Source: an optimization exercise on an open RTL-to-GDS flow (aim: a short achievable clock period and few clock cycles). Production flows keep margins and buffers that such runs may drop. Function was checked by simulation only, so behaviour that the tests miss may differ from the original. Power figures rest on the tool's default switching activity, not on a simulated workload.

File: flow/design.v
`timescale 1ns/100ps
module fetch_stage (
    input  logic               clk,
    input  logic               rst,
    input  logic               stall,
    output logic [8-1:0] instr_addr,
    input  logic [8-1:0] instr_data,
    output logic [8-1:0] ir,
    output logic [8-1:0] imm,
    output logic               fd_valid
);
    logic [8-1:0] pc;
    logic               imm_next;
    assign instr_addr = pc;
    always_ff @(posedge clk) begin
        if (rst) begin
            pc       <= '0;
            imm_next <= 1'b0;
            fd_valid <= 1'b0;
        end else if (!stall) begin
            pc <= pc + 1'b1;
            if (imm_next) begin
                imm_next <= 1'b0;
                fd_valid <= 1'b1;
            end else if (instr_data[7:4] == 4'hC) begin
                imm_next <= 1'b1;
                fd_valid <= 1'b0;
            end else begin
                fd_valid <= 1'b1;
            end
        end
    end
    always_ff @(posedge clk) begin
        if (!stall) begin
            if (imm_next) begin
                imm <= instr_data;
            end else begin
                ir <= instr_data;
            end
        end
    end
endmodule
`timescale 1ns/100ps
module decode_stage (
    input  logic               clk,
    input  logic               rst,
    input  logic [8-1:0] ir,
    input  logic [8-1:0] imm,
    input  logic               fd_valid,
    output logic               stall,
    input  logic               wb_en,
    input  logic [2-1:0] wb_addr,
    input  logic [8-1:0] wb_data,
    output logic               ex_wr_en,
    output logic [2-1:0] ex_wr_addr,
    output logic               ex_mem_rd,
    output logic               ex_mem_wr,
    output logic               ex_out_ld,
    output logic               ex_halt,
    output logic [3-1:0]  ex_alu_sel,
    output logic [2-1:0] ex_src_a,
    output logic [2-1:0] ex_src_b,
    output logic [8-1:0] ex_val_a,
    output logic [8-1:0] ex_val_b,
    output logic               ex_b_is_imm
);
    logic [8-1:0] regs [4];
    logic [4-1:0]   op;
    logic               is_alu2;
    logic               dec_wr;
    logic               uses_a;
    logic               uses_b;
    logic [3-1:0]  dec_alu;
    logic [2-1:0] addr_a;
    logic [2-1:0] addr_b;
    logic [8-1:0] rd_a;
    logic [8-1:0] rd_b;
    logic               halted;
    logic               load_use;
    logic               issue;
    assign op      = ir[7:4];
    assign is_alu2 = (op == 4'h2) || (op == 4'h3) || (op == 4'h4) || (op == 4'h5);
    assign dec_wr  = is_alu2 || (op == 4'h1) || (op == 4'h6) || (op == 4'h7) ||
                     (op == 4'h8) || (op == 4'hA) || (op == 4'hC);
    assign uses_a  = is_alu2 || (op == 4'h6) || (op == 4'h7) || (op == 4'hB);
    assign uses_b  = is_alu2 || (op == 4'h1) || (op == 4'h9) || (op == 4'hA) ||
                     (op == 4'hB);
    always_comb begin
        case (op)
            4'h2: dec_alu = 3'd0;
            4'h3: dec_alu = 3'd1;
            4'h4: dec_alu = 3'd2;
            4'h5:  dec_alu = 3'd3;
            4'h6: dec_alu = 3'd4;
            4'h7: dec_alu = 3'd5;
            4'h8:  dec_alu = 3'd7;
            default: dec_alu = 3'd6;
        endcase
    end
    assign addr_a = ir[3:2];
    assign addr_b = (op == 4'h9) ? ir[3:2] : ir[1:0];
    assign rd_a = (wb_en && wb_addr == addr_a) ? wb_data : regs[addr_a];
    assign rd_b = (wb_en && wb_addr == addr_b) ? wb_data : regs[addr_b];
    assign load_use = fd_valid && ex_mem_rd &&
                      ((uses_a && ex_wr_addr == addr_a) || (uses_b && ex_wr_addr == addr_b));
    assign stall    = halted || load_use;
    assign issue    = fd_valid && !stall;
    always_ff @(posedge clk) begin
        if (wb_en) begin
            regs[wb_addr] <= wb_data;
        end
    end
    always_ff @(posedge clk) begin
        if (rst) begin
            halted      <= 1'b0;
            ex_wr_en    <= 1'b0;
            ex_mem_rd   <= 1'b0;
            ex_mem_wr   <= 1'b0;
            ex_out_ld   <= 1'b0;
            ex_halt     <= 1'b0;
        end else begin
            if (issue && op == 4'hD) begin
                halted <= 1'b1;
            end
            ex_wr_en  <= issue && dec_wr;
            ex_mem_rd <= issue && op == 4'hA;
            ex_mem_wr <= issue && op == 4'hB;
            ex_out_ld <= issue && op == 4'h9;
            ex_halt   <= issue && op == 4'hD;
        end
    end
    always_ff @(posedge clk) begin
        ex_wr_addr  <= ir[3:2];
        ex_alu_sel  <= dec_alu;
        ex_src_a    <= addr_a;
        ex_src_b    <= addr_b;
        ex_val_a    <= rd_a;
        ex_val_b    <= (op == 4'hC) ? imm : rd_b;
        ex_b_is_imm <= (op == 4'hC);
    end
endmodule
`timescale 1ns/100ps
module execute_stage (
    input  logic               clk,
    input  logic               rst,
    input  logic [8-1:0] in_port,
    input  logic               ex_wr_en,
    input  logic [2-1:0] ex_wr_addr,
    input  logic               ex_mem_rd,
    input  logic               ex_mem_wr,
    input  logic               ex_out_ld,
    input  logic               ex_halt,
    input  logic [3-1:0]  ex_alu_sel,
    input  logic [2-1:0] ex_src_a,
    input  logic [2-1:0] ex_src_b,
    input  logic [8-1:0] ex_val_a,
    input  logic [8-1:0] ex_val_b,
    input  logic               ex_b_is_imm,
    output logic               mem_wr_en,
    output logic [2-1:0] mem_wr_addr,
    output logic               mem_mem_rd,
    output logic               mem_mem_wr,
    output logic               mem_out_ld,
    output logic               mem_halt,
    output logic [8-1:0] mem_res,
    output logic [8-1:0] mem_store_data,
    input  logic               wb_en,
    input  logic [2-1:0] wb_addr,
    input  logic [8-1:0] wb_data
);
    logic               mem_fwd_ok;
    logic [8-1:0] op_a;
    logic [8-1:0] op_b;
    logic [8-1:0] fwd_b;
    logic [8-1:0] result;
    assign mem_fwd_ok = mem_wr_en && !mem_mem_rd;
    always_comb begin
        if (mem_fwd_ok && mem_wr_addr == ex_src_a) begin
            op_a = mem_res;
        end else if (wb_en && wb_addr == ex_src_a) begin
            op_a = wb_data;
        end else begin
            op_a = ex_val_a;
        end
    end
    always_comb begin
        if (mem_fwd_ok && mem_wr_addr == ex_src_b) begin
            fwd_b = mem_res;
        end else if (wb_en && wb_addr == ex_src_b) begin
            fwd_b = wb_data;
        end else begin
            fwd_b = ex_val_b;
        end
    end
    assign op_b = ex_b_is_imm ? ex_val_b : fwd_b;
    always_comb begin
        case (ex_alu_sel)
            3'd0:     result = op_a + op_b;
            3'd1:     result = op_a - op_b;
            3'd2:     result = op_a & op_b;
            3'd3:      result = op_a | op_b;
            3'd4:     result = ~op_a;
            3'd5:     result = op_a + 1'b1;
            3'd7: result = in_port;
            default:      result = op_b;
        endcase
    end
    always_ff @(posedge clk) begin
        if (rst) begin
            mem_wr_en  <= 1'b0;
            mem_mem_rd <= 1'b0;
            mem_mem_wr <= 1'b0;
            mem_out_ld <= 1'b0;
            mem_halt   <= 1'b0;
        end else begin
            mem_wr_en  <= ex_wr_en;
            mem_mem_rd <= ex_mem_rd;
            mem_mem_wr <= ex_mem_wr;
            mem_out_ld <= ex_out_ld;
            mem_halt   <= ex_halt;
        end
    end
    always_ff @(posedge clk) begin
        mem_wr_addr    <= ex_wr_addr;
        mem_res        <= result;
        mem_store_data <= op_a;
    end
endmodule
`timescale 1ns/100ps
module mem_wb_stage (
    input  logic               clk,
    input  logic               rst,
    input  logic               mem_wr_en,
    input  logic [2-1:0] mem_wr_addr,
    input  logic               mem_mem_rd,
    input  logic               mem_mem_wr,
    input  logic               mem_out_ld,
    input  logic               mem_halt,
    input  logic [8-1:0] mem_res,
    input  logic [8-1:0] mem_store_data,
    output logic [8-1:0] data_addr,
    output logic [8-1:0] data_wdata,
    output logic               data_we,
    input  logic [8-1:0] data_rdata,
    output logic               wb_en,
    output logic [2-1:0] wb_addr,
    output logic [8-1:0] wb_data,
    output logic [8-1:0] out_port,
    output logic               hlt
);
    logic out_ld_q;
    assign data_addr  = mem_res;
    assign data_wdata = mem_store_data;
    assign data_we    = mem_mem_wr;
    always_ff @(posedge clk) begin
        if (rst) begin
            wb_en    <= 1'b0;
            out_ld_q <= 1'b0;
            out_port <= '0;
            hlt      <= 1'b0;
        end else begin
            wb_en    <= mem_wr_en;
            out_ld_q <= mem_out_ld;
            if (mem_halt) begin
                hlt <= 1'b1;
            end
            if (out_ld_q) begin
                out_port <= wb_data;
            end
        end
    end
    always_ff @(posedge clk) begin
        wb_addr <= mem_wr_addr;
        wb_data <= mem_mem_rd ? data_rdata : mem_res;
    end
endmodule
`timescale 1ns/100ps
module cpu_mem (
    input  logic               clk,
    input  logic               rst,
    input  logic               prog_we,
    input  logic [8-1:0] prog_addr,
    input  logic [8-1:0] prog_data,
    input  logic [8-1:0] instr_addr,
    output logic [8-1:0] instr_data,
    input  logic [8-1:0] data_addr,
    input  logic [8-1:0] data_wdata,
    input  logic               data_we,
    output logic [8-1:0] data_rdata
);
    logic [8-1:0] ram [256];
    always_ff @(posedge clk) begin
        if (rst) begin
            if (prog_we) begin
                ram[prog_addr] <= prog_data;
            end
        end else if (data_we) begin
            ram[data_addr] <= data_wdata;
        end
    end
    assign instr_data = ram[instr_addr];
    assign data_rdata = ram[data_addr];
endmodule
`timescale 1ns/100ps
module cpu_top (
    input  logic               clk,
    input  logic               rst,
    input  logic [8-1:0] in_port,
    input  logic               prog_we,
    input  logic [8-1:0] prog_addr,
    input  logic [8-1:0] prog_data,
    output logic               hlt,
    output logic [8-1:0] out_port
);
    logic [8-1:0] instr_addr;
    logic [8-1:0] instr_data;
    logic [8-1:0] ir;
    logic [8-1:0] imm;
    logic               fd_valid;
    logic               stall;
    logic               wb_en;
    logic [2-1:0] wb_addr;
    logic [8-1:0] wb_data;
    logic [8-1:0] data_addr;
    logic [8-1:0] data_wdata;
    logic               data_we;
    logic [8-1:0] data_rdata;
    logic               ex_wr_en;
    logic [2-1:0] ex_wr_addr;
    logic               ex_mem_rd;
    logic               ex_mem_wr;
    logic               ex_out_ld;
    logic               ex_halt;
    logic [3-1:0]  ex_alu_sel;
    logic [2-1:0] ex_src_a;
    logic [2-1:0] ex_src_b;
    logic [8-1:0] ex_val_a;
    logic [8-1:0] ex_val_b;
    logic               ex_b_is_imm;
    logic               mem_wr_en;
    logic [2-1:0] mem_wr_addr;
    logic               mem_mem_rd;
    logic               mem_mem_wr;
    logic               mem_out_ld;
    logic               mem_halt;
    logic [8-1:0] mem_res;
    logic [8-1:0] mem_store_data;
    fetch_stage u_fetch (
        .clk        (clk),
        .rst        (rst),
        .stall      (stall),
        .instr_addr (instr_addr),
        .instr_data (instr_data),
        .ir         (ir),
        .imm        (imm),
        .fd_valid   (fd_valid)
    );
    decode_stage u_decode (
        .clk         (clk),
        .rst         (rst),
        .ir          (ir),
        .imm         (imm),
        .fd_valid    (fd_valid),
        .stall       (stall),
        .wb_en       (wb_en),
        .wb_addr     (wb_addr),
        .wb_data     (wb_data),
        .ex_wr_en    (ex_wr_en),
        .ex_wr_addr  (ex_wr_addr),
        .ex_mem_rd   (ex_mem_rd),
        .ex_mem_wr   (ex_mem_wr),
        .ex_out_ld   (ex_out_ld),
        .ex_halt     (ex_halt),
        .ex_alu_sel  (ex_alu_sel),
        .ex_src_a    (ex_src_a),
        .ex_src_b    (ex_src_b),
        .ex_val_a    (ex_val_a),
        .ex_val_b    (ex_val_b),
        .ex_b_is_imm (ex_b_is_imm)
    );
    execute_stage u_execute (
        .clk            (clk),
        .rst            (rst),
        .in_port        (in_port),
        .ex_wr_en       (ex_wr_en),
        .ex_wr_addr     (ex_wr_addr),
        .ex_mem_rd      (ex_mem_rd),
        .ex_mem_wr      (ex_mem_wr),
        .ex_out_ld      (ex_out_ld),
        .ex_halt        (ex_halt),
        .ex_alu_sel     (ex_alu_sel),
        .ex_src_a       (ex_src_a),
        .ex_src_b       (ex_src_b),
        .ex_val_a       (ex_val_a),
        .ex_val_b       (ex_val_b),
        .ex_b_is_imm    (ex_b_is_imm),
        .mem_wr_en      (mem_wr_en),
        .mem_wr_addr    (mem_wr_addr),
        .mem_mem_rd     (mem_mem_rd),
        .mem_mem_wr     (mem_mem_wr),
        .mem_out_ld     (mem_out_ld),
        .mem_halt       (mem_halt),
        .mem_res        (mem_res),
        .mem_store_data (mem_store_data),
        .wb_en          (wb_en),
        .wb_addr        (wb_addr),
        .wb_data        (wb_data)
    );
    mem_wb_stage u_mem_wb (
        .clk            (clk),
        .rst            (rst),
        .mem_wr_en      (mem_wr_en),
        .mem_wr_addr    (mem_wr_addr),
        .mem_mem_rd     (mem_mem_rd),
        .mem_mem_wr     (mem_mem_wr),
        .mem_out_ld     (mem_out_ld),
        .mem_halt       (mem_halt),
        .mem_res        (mem_res),
        .mem_store_data (mem_store_data),
        .data_addr      (data_addr),
        .data_wdata     (data_wdata),
        .data_we        (data_we),
        .data_rdata     (data_rdata),
        .wb_en          (wb_en),
        .wb_addr        (wb_addr),
        .wb_data        (wb_data),
        .out_port       (out_port),
        .hlt            (hlt)
    );
    cpu_mem u_mem (
        .clk        (clk),
        .rst        (rst),
        .prog_we    (prog_we),
        .prog_addr  (prog_addr),
        .prog_data  (prog_data),
        .instr_addr (instr_addr),
        .instr_data (instr_data),
        .data_addr  (data_addr),
        .data_wdata (data_wdata),
        .data_we    (data_we),
        .data_rdata (data_rdata)
    );
endmodule
File: flow/run.sh
#!/bin/bash
# synth_recipe.tcl (not shown) runs the flow's synth.tcl, then flattens the netlist and writes it again
# the make line also repeats each setting of config.mk as NAME=value (left out here)
make -C /OpenROAD-flow-scripts/flow DESIGN_CONFIG=/design/flow/config.mk WORK_HOME=/design/flow/orfs CLKGATE_MAP_FILE= SYNTH_SCRIPT=/design/flow/synth_recipe.tcl finish
File: flow/config.mk
export PLATFORM = sky130hd
export DESIGN_NAME = cpu_top
export DESIGN_NICKNAME = cpu_top
export VERILOG_FILES = /design/flow/design.v
export SDC_FILE = /design/flow/constraint.sdc
export NUM_CORES = 4
export LEC_CHECK = 0
export CAP_MARGIN = 20
export CORE_MARGIN = 2
export CORE_UTILIZATION = 40
export SLEW_MARGIN = 20
File: flow/constraint.sdc
create_clock -name core_clock -period 6.0 [get_ports {clk}]
set_input_delay 1.2000 -clock core_clock [delete_from_list [all_inputs] [get_ports {clk}]]
set_output_delay 1.2000 -clock core_clock [all_outputs]
set_load 0.01 [all_outputs]
==> run summary <==
core region area=between 0.2 and 0.3 sq mm; Worst-path clk slew=approximately 0.06 ns; vias in the first global route=about 58000; CP Class=reg -> reg; largest family of logic cells by synthesized area=multiplexers; share of the synthesized area in the top cell type=61.9%; DR iter-0 viols=roughly 8800; Clock Path Buffers=3; hpwl dp=~220 mm; drt total wl=~330 mm; FF+latch area=roughly 0.065 sq mm; FF+latch count, synth=between 2000 and 2500; critical path launch point type=flip-flop; pre-CTS setup slack=1.09 ns; worst-path cell chain=xor2_1 > or3_1 > a21oi_2 > o22ai_1 > ha_1 > nand3_1 > o21ai_0 > ha_1 > a21o_1 > a21oi_1 > o21ai_0 > a2111o_1 > a21oi_1 > nor4b_1 > a2111oi_0 > nand3_1; syn nets=5160; CP startpoint=u_execute.mem_wr_addr[1]$_DFF_P_; max incr delay on CP=~0.51 ns; CTS root buf=clkbuf_16; Cells after Synth=slightly above 5000; PwrDens=approximately 410 mW/mm^2; CP endpoint kind=flip-flop; post-route minimum period=just under 5 ns; register area share after synthesis=between 60 and 70%; IO Port Bufs=35; GP Congestion=0.948; Cell Rows=185; HP Class=reg -> reg; Clock Latency Late Sink=~0.91 ns; area leader, netlist=edfxtp_1; Multi-input gate area=around 0.035 sq mm; status=timing/DRC/antenna clean; Adder-Cell Fraction of Synth Area=less than 1%; commonest cells after routing, fill and taps aside=edfxtp_1 (2096), mux4_2 (1225), buf_4 (363), nor2_1 (333), clkbuf_16 (225); ratio of cells with drive above 1 in the final layout=approximately 37%; LEAKAGE=roughly 35 nW; crit path DAT=between 5 and 6 ns; Yosys warnings=5; cts bufs inserted=225; worst r2r path cells=16; Worst R2R Setup Slack=1.05 ns; Final WS setup=between 1 and 1.5 ns; crit share post-route=82.5%; Setup violations, final=0; initial core utilization=around two fifths; largest net degree at the start of global routing=193; setup TNS=0 ns; Fillers=between 20000 and 25000; initial antenna violation count=13; worst-path fanout max=9; Residual DRC=0; die width=around 500 microns; Die Y=508 microns; Final Net Count=between 5000 and 6000; Slew HR=~11%; Routed Antenna Nets=0; Resized cells post-CTS=0; first-pass GRT wire length=~460 mm; Synth Flop Type=edfxtp_1; drt via density=6.57; number of max-cap violations=0; mux cell area share after synthesis=roughly 29%; # IOs=36; via count=approximately 59000; syn avg cell area=between 15 and 20 sq um; Synth Area in Compound Gates=2.53%; Fmax achieved=approximately 200 MHz; Critical Path RT=roughly 6.8 ns; Area growth syn-to-layout=13.6%; DRT Pass-1 Iters=8; slowest cell on the critical path=xor2_1; Max VDD drop=a little over 0.0003 V; final hold violation count=0; crit path capture=u_execute.mem_res[7]$_DFF_P_; number of post-CTS setup repair buffers=0; TritonCTS clock tree=built; cts hold-fix bufs=0; Mapped Area=around 0.10 sq mm; post-synthesis cell type count=74; Post-Synth XOR/XNOR Area=0.224%; EDFF count, synth=about 2100; Synth Area in Simple Gates=3.08%; RSZ-0062 raised after global routing=no; Worst Max-Slew Pin Slew=about 1.3 ns; GRT Resource Usage Total=approximately a quarter; r2r endpoint=u_execute.mem_res[7]$_DFF_P_; most common cell after layout, fill and taps aside=edfxtp_1; H-tree Lvls=4; wire per inst=36.5 microns; die area=~0.26 sq mm; pins over their slew limit=0; GRT Residual Overflow=0; Crit Reg-Reg Startpoint=u_execute.mem_wr_addr[1]$_DFF_P_; clk sink count=roughly 2200; Area contributors post-synth=edfxtp_1 (62%), mux4_2 (27%), dfxtp_1 (1.7%); worst clock skew=about 0.056 ns; Synth async-reset ratio=0%
[metal layers]
layer | track usage, % | vias to the layer above | routed length [microns]
li1 | - | 22600 | -
met1 | 36.2 | 31800 | 128000
met2 | 37.5 | 3769 | 147000
met3 | 5.59 | 558 | 35800
met4 | 10.1 | 8 | 15200
met5 | 0 | - | 66
[through the flow]
stage	total power, W	util (%)	hold WS [ns]	instance area, sq um	instances
after floorplan	0.0280	-	0.373	102000	5123
after global placement	0.0333	42.7	0.378	108000	8514
after detailed placement	0.0332	42.7	0.389	108000	8514
after CTS	0.0473	45.6	0.392	116000	8931
after global routing	0.0485	45.6	0.405	116000	8934
final	0.0472	45.6	0.392	116000	8938
[flip-flops by register name, summed over array words and instances (netlist names), 2 cells and up, named ones only]
register,count
u_mem.ram,2048
u_decode.regs,32
u_decode.ex_val_b,8
u_execute.mem_res,8
u_execute.mem_store_data,8
u_fetch.imm,8
u_fetch.ir,8
u_fetch.pc,8
u_mem_wb.out_port,8
u_mem_wb.wb_data,8
u_decode.ex_alu_sel,3
u_decode.ex_src_b,2
u_decode.ex_wr_addr,2
u_execute.mem_wr_addr,2
u_mem_wb.wb_addr,2
[logic make-up (layout without fill, tap and decap cells)]
family	after synthesis	after routing
flops	2180	2180
simple gates	710	710
compound gates	381	381
buf+inv	448	891
other cells	0	6
fa+ha+maj	10	10
mux	1368	1368
xor+xnor	26	26
[Yosys cell counts (5+ instances only)]
cell       count
a211oi_1      20
a21o_1         8
a21oi_1       75
a221oi_1      12
a22oi_1       64
a31oi_1       20
a32oi_1        5
and2_1         9
and3_1        13
buf_1         67
buf_2        130
buf_4         25
buf_6          5
clkbuf_1     184
dfxtp_1       84
edfxtp_1    2096
ha_1           9
inv_1         34
mux2_2        25
mux2i_1      116
mux4_2      1225
nand2_1      154
nand2b_1      21
nand3_1       70
nand3b_1      10
nand4_1        8
nor2_1       334
nor2b_1       32
nor3_1        28
nor4_1        10
o2111ai_1      7
o211ai_1       9
o21ai_0       59
o21ai_1        7
o221ai_1       6
o22ai_1       34
o2bb2ai_1      8
o31ai_1        9
or3_1          7
xnor2_1       12
xor2_1        14
[worst min-delay path by stage]
| stage | cells after the start | from | end | slack, ns |
|---|---|---|---|---|
| floorplan | 0 | u_execute.mem_wr_addr[1]$_DFF_P_ | u_mem_wb.wb_addr[1]$_DFF_P_ | 0.37 |
| global placement | 0 | u_execute.mem_wr_addr[1]$_DFF_P_ | u_mem_wb.wb_addr[1]$_DFF_P_ | 0.38 |
| detailed placement | 0 | u_execute.mem_wr_addr[0]$_DFF_P_ | u_mem_wb.wb_addr[0]$_DFF_P_ | 0.39 |
| CTS | 0 | u_execute.mem_wr_addr[0]$_DFF_P_ | u_mem_wb.wb_addr[0]$_DFF_P_ | 0.39 |
| global route | 0 | u_execute.mem_wr_addr[0]$_DFF_P_ | u_mem_wb.wb_addr[0]$_DFF_P_ | 0.40 |
| finish | 0 | u_execute.mem_wr_addr[0]$_DFF_P_ | u_mem_wb.wb_addr[0]$_DFF_P_ | 0.39 |
[layout make-up]
| class | count | area share, % |
|---|---|---|
| sequential | 2180 | 56.0 |
| multi-input combinational | 2495 | 30.5 |
| clock buffer | 270 | 5.02 |
| tap | 3366 | 3.65 |
| timing repair buffer | 437 | 3.34 |
| clock inverter | 147 | 1.37 |
| inverter | 37 | 0.125 |
| antenna | 6 | 0.0130 |
[where the power goes]
part	internal (W)	switching [W]	leakage [nW]
registers	0.0170	0.000620	19.5
logic	0.00692	0.00864	12.2
clock network	0.00789	0.00620	3.57
total	0.0318	0.0155	35.3
[critical path, delay by kind of cell (launching register included)]
family	cells	cell delay, ns
AOI/OAI and AO/OA	9	2.60
xor gates and xnor gates	1	0.51
adders and majority gates	2	0.62
DFF	1	0.38
and+or+nand+nor	4	0.69
Testbench counts, summed over its fixed seeds: cycles 47,344.

[afterwards: timing with drivers on the ports]
In the flow no input, the clock included, has a driving cell. The finished layout below was timed again as built, in two steps. Step 1: set_driving_cell puts a clkbuf_16 on clk and a buf_2 on each other input, an assumption about the parent block. Step 2, shift: input delay + t, output delay - t, t = (earliest + latest rising clock arrival at the registers) / 2. This alone moves slack from input paths to output paths. Slacks: no drivers / after step 1 / after step 2; pairs: no drivers / after step 1.
shift t [ns]: 0.984
setup WS [ns]: 1.050 / 1.050 / 0.892
hold WS [ns]: 0.392 / 0.392 / 0.392
worst slew at a driven data input, ns: 0.14
After both steps this run still meets setup and hold. For this run, drivers alone change the setup slack by 0.000 ns; drivers and shift together by -0.158 ns.
